What follows belongs to an exercise in optimizing a design on an open flow for small area; a production flow would make more cautious choices.
The RTL was checked by simulation tests, not by an equivalence proof against the original design.
No run shown here takes its clock network from TritonCTS; it comes from the design's own scripts or RTL.
The clock input has no modelled driver; a real chip could not lean on it and would need a root buffer or a full tree.
No activity file was given, so power comes from the tool's default toggle rates.

## flow/config.mk

```make
export PLATFORM = sky130hd
export DESIGN_NAME = spiMemorySlave
export DESIGN_NICKNAME = spiMemorySlave
export VERILOG_FILES = /design/flow/design.v
export SDC_FILE = /design/flow/constraint.sdc
export NUM_CORES = 4
export LEC_CHECK = 0
export CAP_MARGIN = 20
export CORE_MARGIN = 2
export CORE_UTILIZATION = 40
export SLEW_MARGIN = 20
```

## flow/constraint.sdc

```tcl
create_clock -name core_clock -period 8.0 [get_ports {clk}]
set_input_delay 1.6000 -clock core_clock [delete_from_list [all_inputs] [get_ports {clk}]]
set_output_delay 1.6000 -clock core_clock [all_outputs]
set_load 0.01 [all_outputs]
```

## flow/design.v

```verilog
module inputConditioner #(
    parameter int waitTime = 3,
    parameter logic resetLevel = 1'b0
) (
    input  logic clk,
    input  logic arstN,
    input  logic noisy,
    output logic conditioned,
    output logic risingEdge,
    output logic fallingEdge
);
    localparam int cntWidth = (waitTime < 1) ? 1 : $clog2(waitTime + 1);
    logic syncMeta;
    logic syncOut;
    logic [cntWidth-1:0] stableCnt;
    always_ff @(posedge clk or negedge arstN) begin
        if (!arstN) begin
            syncMeta <= resetLevel;
            syncOut  <= resetLevel;
        end else begin
            syncMeta <= noisy;
            syncOut  <= syncMeta;
        end
    end
    logic accepted;
    always_ff @(posedge clk or negedge arstN) begin
        if (!arstN) begin
            conditioned <= resetLevel;
        end else if ((syncOut != conditioned) && (stableCnt == cntWidth'(waitTime))) begin
            conditioned <= syncOut;
        end
    end
    always_ff @(posedge clk) begin
        accepted <= 1'b0;
        if (syncOut == conditioned) begin
            stableCnt <= '0;
        end else if (stableCnt == cntWidth'(waitTime)) begin
            stableCnt <= '0;
            accepted  <= 1'b1;
        end else begin
            stableCnt <= stableCnt + 1'b1;
        end
    end
    assign risingEdge  = accepted && conditioned;
    assign fallingEdge = accepted && !conditioned;
endmodule
module spiMemorySlave
#(
    parameter int waitTime = 3
) (
    input  logic clk,
    input  logic arstN,
    input  logic sclk,
    input  logic csN,
    input  logic mosi,
    output logic miso,
    output logic misoOe
);
    localparam logic [2:0] stIdle      = 3'd0;
    localparam logic [2:0] stGetAddr   = 3'd1;
    localparam logic [2:0] stReadShift = 3'd2;
    localparam logic [2:0] stWrShift   = 3'd3;
    localparam logic [2:0] stWaitCs    = 3'd4;
    logic csClean;
    logic sclkRise;
    logic sclkFall;
    logic mosiClean;
    inputConditioner #(
        .waitTime  (waitTime),
        .resetLevel(1'b1)
    ) csCond (
        .clk        (clk),
        .arstN      (arstN),
        .noisy      (csN),
        .conditioned(csClean),
        .risingEdge (),
        .fallingEdge()
    );
    inputConditioner #(
        .waitTime  (waitTime),
        .resetLevel(1'b0)
    ) sclkCond (
        .clk        (clk),
        .arstN      (arstN),
        .noisy      (sclk),
        .conditioned(),
        .risingEdge (sclkRise),
        .fallingEdge(sclkFall)
    );
    inputConditioner #(
        .waitTime  (waitTime),
        .resetLevel(1'b0)
    ) mosiCond (
        .clk        (clk),
        .arstN      (arstN),
        .noisy      (mosi),
        .conditioned(mosiClean),
        .risingEdge (),
        .fallingEdge()
    );
    logic [2:0] state;
    logic [2:0] bitCnt;
    logic       shiftEn;
    logic       lastBit;
    assign shiftEn = sclkRise &&
                     ((state == stGetAddr) || (state == stWrShift) || (state == stReadShift));
    assign lastBit = shiftEn && (bitCnt == 3'd7);
    logic [6:0] addr;
    logic [7:0] dataReg;
    logic [2:0] wAddrHi;
    logic       wPending;
    logic [4:0]    phase;
    logic          clearing;
    logic [1023:0] mem;
    logic [1023:0] memNext;
    logic [3:0]    ins;
    logic [7:0]    insData;
    logic          wIns;
    logic [6:0]    wAddr;
    logic          eq3;
    logic          eq4;
    always_ff @(posedge clk or negedge arstN) begin
        if (!arstN) begin
            state    <= stIdle;
            wPending <= 1'b0;
        end else begin
            if (wIns) begin
                wPending <= 1'b0;
            end
            if (csClean) begin
                state <= stIdle;
            end else begin
                case (state)
                    stIdle: begin
                        state <= stGetAddr;
                    end
                    stGetAddr: begin
                        if (lastBit) begin
                            state <= mosiClean ? stReadShift : stWrShift;
                        end
                    end
                    stReadShift: begin
                        if (lastBit) begin
                            state <= stWaitCs;
                        end
                    end
                    stWrShift: begin
                        if (lastBit) begin
                            state    <= stWaitCs;
                            wPending <= 1'b1;
                        end
                    end
                    stWaitCs: begin
                        state <= stWaitCs;
                    end
                    default: begin
                        state <= stIdle;
                    end
                endcase
            end
        end
    end
    always_ff @(posedge clk) begin
        if (csClean || (state == stIdle)) begin
            bitCnt <= '0;
        end else if (shiftEn) begin
            bitCnt <= bitCnt + 1'b1;
        end
    end
    always_ff @(posedge clk) begin
        for (int i = 0; i < 7; i++) begin
            if (shiftEn && (state == stGetAddr) && (bitCnt == 3'(6 - i))) begin
                addr[i] <= mosiClean;
            end
        end
        if (lastBit && (state == stWrShift)) begin
            wAddrHi <= addr[6:4];
        end
    end
    always_ff @(posedge clk or negedge arstN) begin
        if (!arstN) begin
            phase    <= '0;
            clearing <= 1'b1;
        end else begin
            phase <= phase + 1'b1;
            if (phase == 5'd31) begin
                clearing <= 1'b0;
            end
        end
    end
    assign wAddr   = {wAddrHi, addr[3:0]};
    assign eq3     = (phase[2:0] == addr[2:0]);
    assign eq4     = eq3 && (phase[3] == addr[3]);
    assign wIns    = wPending && eq4 && (phase[4] == wAddrHi[0]);
    assign insData = dataReg;
    for (genvar r = 0; r < 4; r++) begin : gRing
        assign ins[r] = clearing || (wIns && (wAddr[6:5] == 2'(r)));
        assign memNext[(r*32)*8 +: 8] = ins[r] ? insData : mem[(r*32+31)*8 +: 8];
        for (genvar k = 1; k < 32; k++) begin : gSlot
            assign memNext[(r*32+k)*8 +: 8] = mem[(r*32+k-1)*8 +: 8];
        end
    end
    always_ff @(posedge clk) begin
        mem <= memNext;
    end
    logic [15:0] tap7;
    logic [7:0]  tap6;
    logic [7:0]  tap5;
    logic [19:0] tapLow;
    logic [1:0]  sel7;
    logic        sel65;
    logic        rdEn;
    for (genvar r = 0; r < 4; r++) begin : gTap
        for (genvar j = 0; j < 4; j++) begin : gT7
            assign tap7[r*4+j] = mem[(r*32+8*j+7)*8 + 7];
        end
        for (genvar j = 0; j < 2; j++) begin : gT65
            assign tap6[r*2+j] = mem[(r*32+16*j+15)*8 + 6];
            assign tap5[r*2+j] = mem[(r*32+16*j+15)*8 + 5];
        end
        for (genvar b = 0; b < 5; b++) begin : gTL
            assign tapLow[b*4+r] = mem[(r*32+31)*8 + b];
        end
    end
    assign sel7  = phase[4:3] - addr[4:3] - 2'd1;
    assign sel65 = ~(phase[4] ^ addr[4]);
    assign rdEn = ((state == stGetAddr) && (bitCnt == 3'd7)) || (state == stReadShift);
    always_ff @(posedge clk or negedge arstN) begin
        if (!arstN) begin
            dataReg <= '0;
        end else if (shiftEn && (state == stWrShift)) begin
            dataReg <= {dataReg[6:0], mosiClean};
        end else if (rdEn) begin
            if (eq3) begin
                dataReg[7] <= tap7[{addr[6:5], sel7}];
            end
            if (eq4) begin
                dataReg[6] <= tap6[{addr[6:5], sel65}];
                dataReg[5] <= tap5[{addr[6:5], sel65}];
            end
            if (eq4 && (phase[4] == addr[4])) begin
                for (int b = 0; b < 5; b++) begin
                    dataReg[b] <= tapLow[b*4 + addr[6:5]];
                end
            end
        end
    end
    always_ff @(posedge clk or negedge arstN) begin
        if (!arstN) begin
            miso   <= 1'b0;
            misoOe <= 1'b0;
        end else if (csClean) begin
            miso   <= 1'b0;
            misoOe <= 1'b0;
        end else if (sclkFall) begin
            if (state == stReadShift) begin
                miso   <= dataReg[~bitCnt];
                misoOe <= 1'b1;
            end else begin
                miso   <= 1'b0;
                misoOe <= 1'b0;
            end
        end
    end
endmodule
```

## flow/flow/run.sh

```bash
#!/bin/bash
# standard layout; the clock tree is built without dummy loads, then its
# last two buffer levels are swapped for inverters; the ports get buf_1 buffers
set -euo pipefail
here=$(pwd)
export CTS_ARGS="-sink_clustering_enable -repair_clock_nets -dont_use_dummy_load -buf_list sky130_fd_sc_hd__clkbuf_16 -sink_clustering_size 40 -sink_clustering_max_diameter 60 -root_buf sky130_fd_sc_hd__clkbuf_16 -tree_buf sky130_fd_sc_hd__clkbuf_8 -sink_clustering_buffer sky130_fd_sc_hd__clkbuf_16"
export BUFFER_PORTS_ARGS="-buffer_cell sky130_fd_sc_hd__buf_1"
export POST_CTS_TCL="$here/flow/clock_inverters.tcl"
bash standard.sh > standard_make.log 2>&1
```

## flow/flow/clock_inverters.tcl

```tcl
# After clock tree synthesis: turn the last two buffer levels of the clock
# tree into inverters (inverters drive more per area than buffers). Every
# flip-flop then sees two inversions, i.e. the clock with its own polarity.
set db [ord::get_db]
set block [ord::get_db_block]
set leaf_master [$db findMaster sky130_fd_sc_hd__inv_16]
set mid_master  [$db findMaster sky130_fd_sc_hd__inv_16]

proc clock_drivers_of { net } {
  # buffer instances driven by this net
  set res {}
  foreach it [$net getITerms] {
    if { [$it isOutputSignal] } { continue }
    set inst [$it getInst]
    if { [string match "*clkbuf*" [[$inst getMaster] getName]] } { lappend res $inst }
  }
  return $res
}

proc swap_to_inverter { block inst master } {
  set name [$inst getName]
  set in_net [[$inst findITerm A] getNet]
  set out_net [[$inst findITerm X] getNet]
  set loc [$inst getLocation]
  set orient [$inst getOrient]
  odb::dbInst_destroy $inst
  set new [odb::dbInst_create $block $master $name]
  $new setLocation [lindex $loc 0] [lindex $loc 1]
  $new setOrient $orient
  $new setPlacementStatus PLACED
  [$new findITerm A] connect $in_net
  [$new findITerm Y] connect $out_net
  return $new
}

# leaves: clock buffers whose output drives flip-flop clock pins only
set leaves {}
set mids {}
foreach inst [$block getInsts] {
  if { ![string match "*clkbuf*" [[$inst getMaster] getName]] } { continue }
  if { ![string match "clkbuf_leaf_*" [$inst getName]] } { continue }
  lappend leaves $inst
}
# the buffers that drive the leaves
foreach leaf $leaves {
  set drv [[[$leaf findITerm A] getNet] getFirstOutput]
  if { $drv == "NULL" } { error "leaf [$leaf getName] has no driver" }
  set d [$drv getInst]
  if { [lsearch -exact $mids $d] < 0 } { lappend mids $d }
}
# every leaf must hang directly under a mid buffer, and every mid buffer must
# drive leaves only, so each path has exactly two inversions
foreach m $mids {
  if { ![string match "*clkbuf*" [[$m getMaster] getName]] } { error "mid driver [$m getName] is not a clock buffer" }
  foreach it [[[$m findITerm X] getNet] getITerms] {
    if { [$it isOutputSignal] } { continue }
    if { ![string match "clkbuf_leaf_*" [[$it getInst] getName]] } { error "mid [$m getName] drives [[$it getInst] getName]" }
  }
}
puts "clock_inverters: [llength $leaves] leaves, [llength $mids] mid buffers"
foreach leaf $leaves { swap_to_inverter $block $leaf $leaf_master }
foreach m $mids { swap_to_inverter $block $m $mid_master }
set_propagated_clock [all_clocks]
estimate_parasitics -placement

# size each leaf inverter: the smallest whose estimated slew at its clock
# pins stays under the limit
set leaf_slew_limit 0.118
set leaf_sizes {inv_4 inv_6 inv_8 inv_12 inv_16 clkinv_16}

proc leaf_worst_slew { inst } {
  set net [[$inst findITerm Y] getNet]
  set worst 0
  foreach it [$net getITerms] {
    if { [$it isOutputSignal] } { continue }
    set p [get_pins "[[$it getInst] getName]/[[$it getMTerm] getName]"]
    set s [get_property $p slew_max]
    if { $s > $worst } { set worst $s }
  }
  return $worst
}

foreach inst [$block getInsts] {
  if { ![string match "clkbuf_leaf_*" [$inst getName]] } { continue }
  set name [$inst getName]
  set chosen ""
  foreach size $leaf_sizes {
    replace_cell $name sky130_fd_sc_hd__$size
    estimate_parasitics -placement
    set s [leaf_worst_slew $inst]
    if { $s <= $leaf_slew_limit } {
      set chosen $size
      break
    }
  }
  if { $chosen == "" } {
    set chosen [lindex $leaf_sizes end]
  }
  puts "clock_inverters: $name -> $chosen slew [format %.4f $s]"
}
report_check_types -max_slew -max_capacitance
```

## flow/standard.sh

```bash
#!/bin/bash
# synth_recipe.tcl (not shown) runs the flow's synth.tcl, then flattens the netlist and writes it again
# the make line also repeats each setting of config.mk as NAME=value (left out here)
make -C /OpenROAD-flow-scripts/flow DESIGN_CONFIG=/design/flow/config.mk WORK_HOME=/design/flow/orfs CLKGATE_MAP_FILE= SYNTH_SCRIPT=/design/flow/synth_recipe.tcl "${@:-finish}"
```

==> summary.txt, run 1 <==
Critical path
  – Class of the most critical setup path: register to primary output
  – CP delay by family, top: flip-flops
  – Critical-path top delay cell: dfrtp_1
  – Slowest stage delay, CP: 0.39 ns
  – FF-to-FF Start: bitCnt[1]$_SDFFE_PP0N_
  – CP Depth: 1
  – R2R setup slack: 5.57 ns
  – Critical Path Source: miso$_DFFE_PN0P_
  – Setup crit start kind: register
  – Crit Path Max Fanout: 2
  – CP bufs+invs: 1
  – R2R cell count: 6
  – Critical Path End: miso
  – CP cell instances: buf_1
  – WP data arrival: 1.02 ns
  – Worst endpoint required time: 6.40 ns
  – Terminus of the critical flop-to-flop path: dataReg[5]$_DFFE_PN0P_
  – Kind of end point of the critical path: primary output

Clock tree
  – Clock latency on the worst-skew pair: 0.55 ns
  – TritonCTS sink count: 1073
  – Reg clk slew, reported paths: 0.11 ns

STA
  – Final Hold Fails: 0
  – Period Utilization, post-route: 32.7%
  – Final min period: 2.62 ns
  – Max Clock Freq: 382 MHz
  – Worst-margin pin slew: 1.08 ns
  – Clk_skew: 0.0604 ns
  – Pins Over Slew Limit: 0
  – RSZ-0062 raised after global routing: false
  – Final setup violation count: 0
  – Slew Limit Headroom: 28.2%
  – Post-route setup TNS: 0 ns

Floorplanning
  – Initial core utilization: 40.6%
  – Die W: 246 µm
  – Die ar.: 60600 µm²
  – Ports: 7
  – Std cell rows: 88
  – Die Ht: 246 µm
  – Core Area: 57800 µm²

Detailed routing
  – Max layer used: met4
  – Met2 WL post-DR: 10.7 mm
  – DRT iter0 DRCs: 360
  – DR pass1 iterations: 4
  – DR vias: 8209
  – Antenna-violating nets left: 0
  – Detailed Route WL: 26.9 mm
  – DRC violations left: 0
  – Met1 Wirelength: 14.0 mm
  – Avg WL per Cell: 13.0 µm
  – Vias per cell: 3.96
  – WL met3: 1.55 mm

Final layout
  – Commonest non-fill, non-tap cell in the layout: dfxtp_1
  – Nets: 1323
  – Final non-filler cell total: 2072
  – Area grow syn2layout: 6.96%
  – Design Area, Final: 25100 µm²
  – Layout cells sized above 1: 7.21%
  – Commonest cells after routing, fill and taps aside: 1034 x dfxtp_1, 35 x mux2_2, 25 x dfrtp_1

Synth
  – Area leader, netlist: dfxtp_1
  – Netlist cell types: 40
  – Synth Warn #: 3
  – Top cell type's share of synthesized area: 88.2%
  – Mapped Area: 23500 µm²
  – Sequential-to-total area share from yosys stat: 92.6%
  – Syn_nets: 1285
  – Avg Inst Size Synth: 18.5 µm²
  – Flops & latches, synth: 1073
  – Cells after Synth: 1268
  – Largest cells by area after synthesis: dfxtp_1 88%, dfrtp_1 2.7%, mux2_2 1.7%, edfxtp_1 1.3%, mux4_1 0.90%

Outcome
  – Status: finished clean

Pwr
  – Maximum vdd drop: 0.000247 V
  – Leakage: 9.87 nW
  – Power per cell area: 298 nW/µm²
  – Psw: 1.78 mW
  – Sw Share: 23.8%
  – Sequential Power Share: 72.4%
  – Comb pwr share: 0.9%
  – Internal: 5.70 mW
  – Clock network power share: 26.7%

Worst hold path
  – Hold Path Class: register to register

Global routing
  – Initial antenna violation count: 3
  – GRT Overall Usage: 9.20%
  – GRT overflow: 0
  – Global-route wire length before repair: 43.1 mm
  – Vias in the first global route: 8115
  – Largest net degree at the start of global routing: 41

Flow run
  – Max-Cap Viols: 0

Placed design
  – Cells after DPL: 2029
  – Placed cell areas: 24400 µm²
  – Post-detail-place hpwl: 16.5 mm
  – Port Buffers: 6
  – RD Place Congestion: 0.761
## cells by family (layout without fill, tap and decap cells)
kind of cell | after synthesis | after routing | share of synthesized area [%]
flip-flops | 1073 | 1073 | 92.6
AND/OR/NAND/NOR | 69 | 69 | 1.55
multiplexers | 56 | 56 | 3.50
AO/OA/AOI/OAI | 29 | 29 | 0.864
buffers and inverters | 17 | 53 | 0.288
adder cells (fa/ha/maj) | 12 | 12 | 0.640
XOR/XNOR | 12 | 12 | 0.512
other | 0 | 3 | 0
## cells in the mapped netlist (all sizes together)
master / instances
a211oi: 1
a21bo: 1
a21oi: 12
a221o: 2
a31o: 1
a31oi: 3
a41oi: 5
and2: 1
and3: 10
and3b: 1
buf: 4
clkbuf: 6
dfrtp: 25
dfstp: 4
dfxtp: 1034
edfxtp: 10
ha: 12
inv: 7
mux2: 35
mux2i: 6
mux4: 15
nand2: 21
nand3: 4
nand4: 2
nand4b: 1
nor2: 8
nor2b: 4
nor3: 8
nor3b: 4
nor4b: 4
o21ai: 4
or2: 1
xnor2: 9
xnor3: 1
xor2: 2
## metrics by stage
stage | utilization [%] | hold slack, ns | setup slack, ns | total power, mW
global route | 43.4 | 0.299 | 5.30 | 7.78
finish | 43.4 | 0.290 | 5.38 | 7.48
floorplan | - | 0.310 | 6.02 | 5.58
detailed placement | 42.2 | 0.312 | 5.61 | 5.61
global placement | 42.2 | 0.310 | 5.78 | 5.60
## layer usage
| layer | vias to the layer above | GRT usage [%] |
|---|---|---|
| met5 | - | 0 |
| met4 | 0 | 3.26 |
| met3 | 57 | 3.06 |
| met2 | 107 | 12.8 |
| met1 | 3943 | 13.3 |
| li1 | 4102 | - |
## final cells by class, clock buffers not listed
type	count	area, µm²
flip-flops and latches	1073	21700
inverters	46	687
well taps	765	957
diodes	3	7.51
fillers	4982	32700
multi-input cells	178	1660
repair buffers	6	23.8
## worst min path at each step
stage,endpoint,slack [ns],depth (start not counted),startpoint
2_1_floorplan,mem[1000]$_DFF_P_,0.31,0,mem[992]$_DFF_P_
3_3_place_gp,mem[942]$_DFF_P_,0.31,0,mem[934]$_DFF_P_
3_5_place_dp,mem[399]$_DFF_P_,0.31,0,mem[391]$_DFF_P_
5_1_grt,mem[497]$_DFF_P_,0.30,0,mem[489]$_DFF_P_
6_report,mem[497]$_DFF_P_,0.29,0,mem[489]$_DFF_P_
## power groups by stage
| stage | clock network (mW) | logic, mW | registers, mW |
|---|---|---|---|
| after global routing | 2.27 | 0.0774 | 5.43 |
| final | 2.00 | 0.0658 | 5.42 |
| after global placement | 0 | 0.0603 | 5.54 |
| after detailed placement | 0 | 0.0670 | 5.54 |
| after floorplan | 0 | 0.0627 | 5.52 |
## worst reg2reg max path, delay by kind of cell (launching register included)
kind / cells / cell delay, ns
adder cells (fa/ha/maj): 2 / 0.45
AO/OA/AOI/OAI: 2 / 1.17
AND/OR/NAND/NOR: 2 / 0.23
flip-flops: 1 / 0.47
## flip-flops by register name, summed over array words and instances, names as in the netlist, 2 cells and up
name and count:
mem 1024, bitCnt 3, phase 5, state 3, mosiCond.stableCnt 2, sclkCond.stableCnt 2
addr 7, wAddrHi 3, dataReg 8, csCond.stableCnt 2
==> run 2, diff against run 1 <==
==> flow/flow/run.sh (replaced) <==
#!/bin/bash
# standard layout; the clock tree is built without dummy loads, then its
# last two buffer levels are swapped for inverters; the ports get buf_1 buffers
set -euo pipefail
here=$(pwd)
export CTS_ARGS="-sink_clustering_enable -repair_clock_nets -dont_use_dummy_load -buf_list sky130_fd_sc_hd__clkbuf_16 -sink_clustering_size 38 -sink_clustering_max_diameter 80 -root_buf sky130_fd_sc_hd__clkbuf_16 -tree_buf sky130_fd_sc_hd__clkbuf_8 -sink_clustering_buffer sky130_fd_sc_hd__clkbuf_16"
export BUFFER_PORTS_ARGS="-buffer_cell sky130_fd_sc_hd__buf_1"
export POST_CTS_TCL="$here/flow/clock_inverters.tcl"
bash standard.sh > standard_make.log 2>&1
==> summary.txt, run 2 <==
Critical path
  – CP delay by family, top: flip-flops (unchanged)
  – Class of the most critical setup path: register to primary output (unchanged)
  – Setup crit start kind: register (unchanged)
  – Critical Path Source: miso$_DFFE_PN0P_ (unchanged)
  – FF-to-FF Start: bitCnt[0]$_SDFFE_PP0N_ (was bitCnt[1]$_SDFFE_PP0N_)
  – WP data arrival: 1.03 ns (was 1.02 ns)
  – Crit Path Max Fanout: 2 (unchanged)
  – Kind of end point of the critical path: primary output (unchanged)
  – R2R cell count: 6 (unchanged)
  – CP cell instances: buf_1 (unchanged)
  – CP Depth: 1 (unchanged)
  – Worst endpoint required time: 6.40 ns (about the same)
  – Critical-path top delay cell: dfrtp_1 (unchanged)
  – Slowest stage delay, CP: 0.39 ns (about the same)
  – CP bufs+invs: 1 (unchanged)

Synth
  – Largest cells by area after synthesis: dfxtp_1 88%, dfrtp_1 2.7%, mux2_2 1.7%, edfxtp_1 1.3%, mux4_1 0.90% (unchanged)
  – Avg Inst Size Synth: 18.5 µm² (unchanged)
  – Cells after Synth: 1268 (unchanged)
  – Synth Warn #: 3 (unchanged)
  – Sequential-to-total area share from yosys stat: 92.6% (unchanged)
  – Area leader, netlist: dfxtp_1 (unchanged)
  – Mapped Area: 23500 µm² (unchanged)
  – Post-synth EDFFs: 10 (unchanged)
  – Synth cell count leaders: 1034 x dfxtp_1, 35 x mux2_2, 25 x dfrtp_1 (unchanged)
  – Count leader, synth: dfxtp_1 (unchanged)
  – Syn_nets: 1285 (unchanged)
  – Flops & latches, synth: 1073 (unchanged)
  – Top cell type's share of synthesized area: 88.2% (unchanged)
  – Netlist cell types: 40 (unchanged)
  – Async set-reset flop share out of synthesis: 2.70% (unchanged)
  – Most used flip-flop cell after synthesis: dfxtp_1 (unchanged)

Placed design
  – Post-detail-place hpwl: 16.5 mm (unchanged)
  – Port Buffers: 6 (unchanged)
  – Placed cell areas: 24400 µm² (unchanged)
  – RD Place Congestion: 0.761 (unchanged)

Global routing
  – GRT Overall Usage: 9.11% (was 9.20%)
  – Global-route wire length before repair: 43.1 mm (about the same)
  – Largest net degree at the start of global routing: 39 (was 41)
  – GRT overflow: 0 (unchanged)
  – Initial antenna violation count: 4 (was 3)
  – Vias in the first global route: 8087 (was 8115)

Final layout
  – Largest regs: mem (1024), dataReg (8), addr (7) (unchanged)
  – Design Area, Final: 25100 µm² (about the same)
  – Biggest register: mem (unchanged)
  – Nets: 1319 (was 1323)
  – Area grow syn2layout: 6.94% (was 6.96%)
  – Commonest cells after routing, fill and taps aside: 1034 x dfxtp_1, 35 x mux2_2, 27 x inv_16 (was 1034 x dfxtp_1, 35 x mux2_2, 25 x dfrtp_1)
  – Layout cells sized above 1: 6.92% (was 7.21%)
  – Max FFs per register: 1024 (unchanged)
  – Commonest non-fill, non-tap cell in the layout: dfxtp_1 (unchanged)

Pwr
  – Maximum vdd drop: 0.000242 V (was 0.000247 V)
  – Power per cell area: 299 nW/µm² (was 298 nW/µm²)
  – Leakage: 9.87 nW (about the same)

Flow run
  – Max-Cap Viols: 0 (unchanged)

Floorplanning
  – Die Ht: 246 µm (unchanged)
  – Die W: 246 µm (unchanged)
  – Initial core utilization: 40.6% (unchanged)
  – Die ar.: 60600 µm² (unchanged)
  – Std cell rows: 88 (unchanged)
  – Ports: 7 (unchanged)
  – Core Area: 57800 µm² (unchanged)

Detailed routing
  – Detailed Route WL: 27.2 mm (was 26.9 mm)
  – DRT iter0 DRCs: 395 (was 360)
  – Avg WL per Cell: 13.1 µm (was 13.0 µm)
  – DR pass1 iterations: 4 (unchanged)
  – DR vias: 8147 (was 8209)
  – DRC violations left: 0 (unchanged)
  – Antenna-violating nets left: 0 (unchanged)
  – Vias per cell: 3.94 (was 3.96)

Clock tree
  – Clock latency on the worst-skew pair: 0.54 ns (was 0.55 ns)
  – TritonCTS sink count: 1073 (unchanged)
  – Reg clk slew, reported paths: 0.12 ns (was 0.11 ns)

Outcome
  – Status: finished clean (unchanged)

STA
  – Post-route setup TNS: 0 ns (unchanged)
  – Pins Over Slew Limit: 0 (unchanged)
  – Final setup violation count: 0 (unchanged)
  – Period Utilization, post-route: 32.9% (was 32.7%)
  – Final min period: 2.63 ns (was 2.62 ns)
  – Final Hold Fails: 0 (unchanged)
  – Max Clock Freq: 380 MHz (was 382 MHz)
  – Clk_skew: 0.0747 ns (was 0.0604 ns)
  – RSZ-0062 raised after global routing: false (unchanged)
  – Worst-margin pin slew: 1.07 ns (was 1.08 ns)
  – Slew Limit Headroom: 28.6% (was 28.2%)

Worst hold path
  – Hold Path Class: register to register (unchanged)
  – Cells on Worst Hold Path: 0 (unchanged)
  – Worst Hold Launch: mem[304]$_DFF_P_ (was mem[489]$_DFF_P_)
[run 2: metal layers]
layer / GRT usage, % / wire length [µm] / up-vias
met5: 0 / 0 / -
met4: 3.19 / 827 / 0
met3: 2.29 / 1460 / 57
met2: 13.0 / 10800 / 106
met1: 13.4 / 14100 / 3890
li1: - / - / 4094
[run 2: final timing paths]
path	end	slack [ns]
max in group asynchronous	wPending$_DFF_PN0_	6.40
setup reg to reg	dataReg[5]$_DFFE_PN0P_	5.57
setup / recovery	miso	5.37
min in group asynchronous	mosiCond.conditioned$_DFFE_PN0P_	1.12
hold reg to reg	mem[312]$_DFF_P_	0.28
hold / removal	mem[312]$_DFF_P_	0.28
[run 2: cells by family after synthesis]
family | after synthesis | share of synthesized area [%]
AO/OA/AOI/OAI | 29 | 0.864
XOR/XNOR | 12 | 0.512
adder cells (fa/ha/maj) | 12 | 0.640
AND/OR/NAND/NOR | 69 | 1.55
buffers and inverters | 17 | 0.288
flip-flops | 1073 | 92.6
multiplexers | 56 | 3.50
[run 2: stage by stage]
step / power (mW) / setup WS, ns / hold WS [ns] / util, % / instances
after floorplan: 5.58 / 6.02 / 0.310 / - / 1268
final: 7.50 / 5.37 / 0.280 / 43.4 / 2069
after detailed placement: 5.61 / 5.61 / 0.312 / 42.2 / 2029
after global placement: 5.60 / 5.78 / 0.310 / 42.2 / 2029
after global routing: 7.78 / 5.30 / 0.288 / 43.4 / 2065
[run 2: report_power, final]
part	internal, mW	switching, mW
clock	0.287	1.73
sequential	5.38	0.0351
combinational	0.0341	0.0330
[run 2: cell type report, clock buffers not listed]
class | count | area, µm²
fill | 4974 | 32700
sequential | 1073 | 21700
inverter | 42 | 679
tap | 765 | 957
antenna | 4 | 10.0
timing repair buffer | 6 | 23.8
multi-input combinational | 178 | 1660
[run 2: worst reg2reg max path: cells and delay by family, from the launching register on]
| family | cells | cell delay (ns) |
|---|---|---|
| fa+ha+maj | 2 | 0.45 |
| compound gates | 2 | 1.16 |
| simple gates | 2 | 0.23 |
| flops | 1 | 0.48 |

afterwards: timing with drivers on the ports:
The flow's constraints put no driver on any port. The routed layouts listed below were extracted and timed again, unchanged, in two steps.
Step 1 sets driving cells, clkbuf_16 on the clock port and buf_2 on the other inputs (assumed; they add their load-dependent delay and slew).
Step 2, shift: input delay + t, output delay - t, t = (earliest + latest rising clock arrival at the registers) / 2. This alone moves slack from input paths to output paths.
a / b / c = ideal / step 1 / step 2; a / b = the first two.
run | t, ns | setup WS [ns] | worst slew at a driven data input, ns | cell pins on the clock port's net
run 1 | 0.569 | 5.383 / 5.330 / 5.570 | 0.03 | 1
run 2 | 0.557 | 5.372 / 5.318 / 5.570 | 0.03 | 1
After both steps every run listed still meets setup and hold.
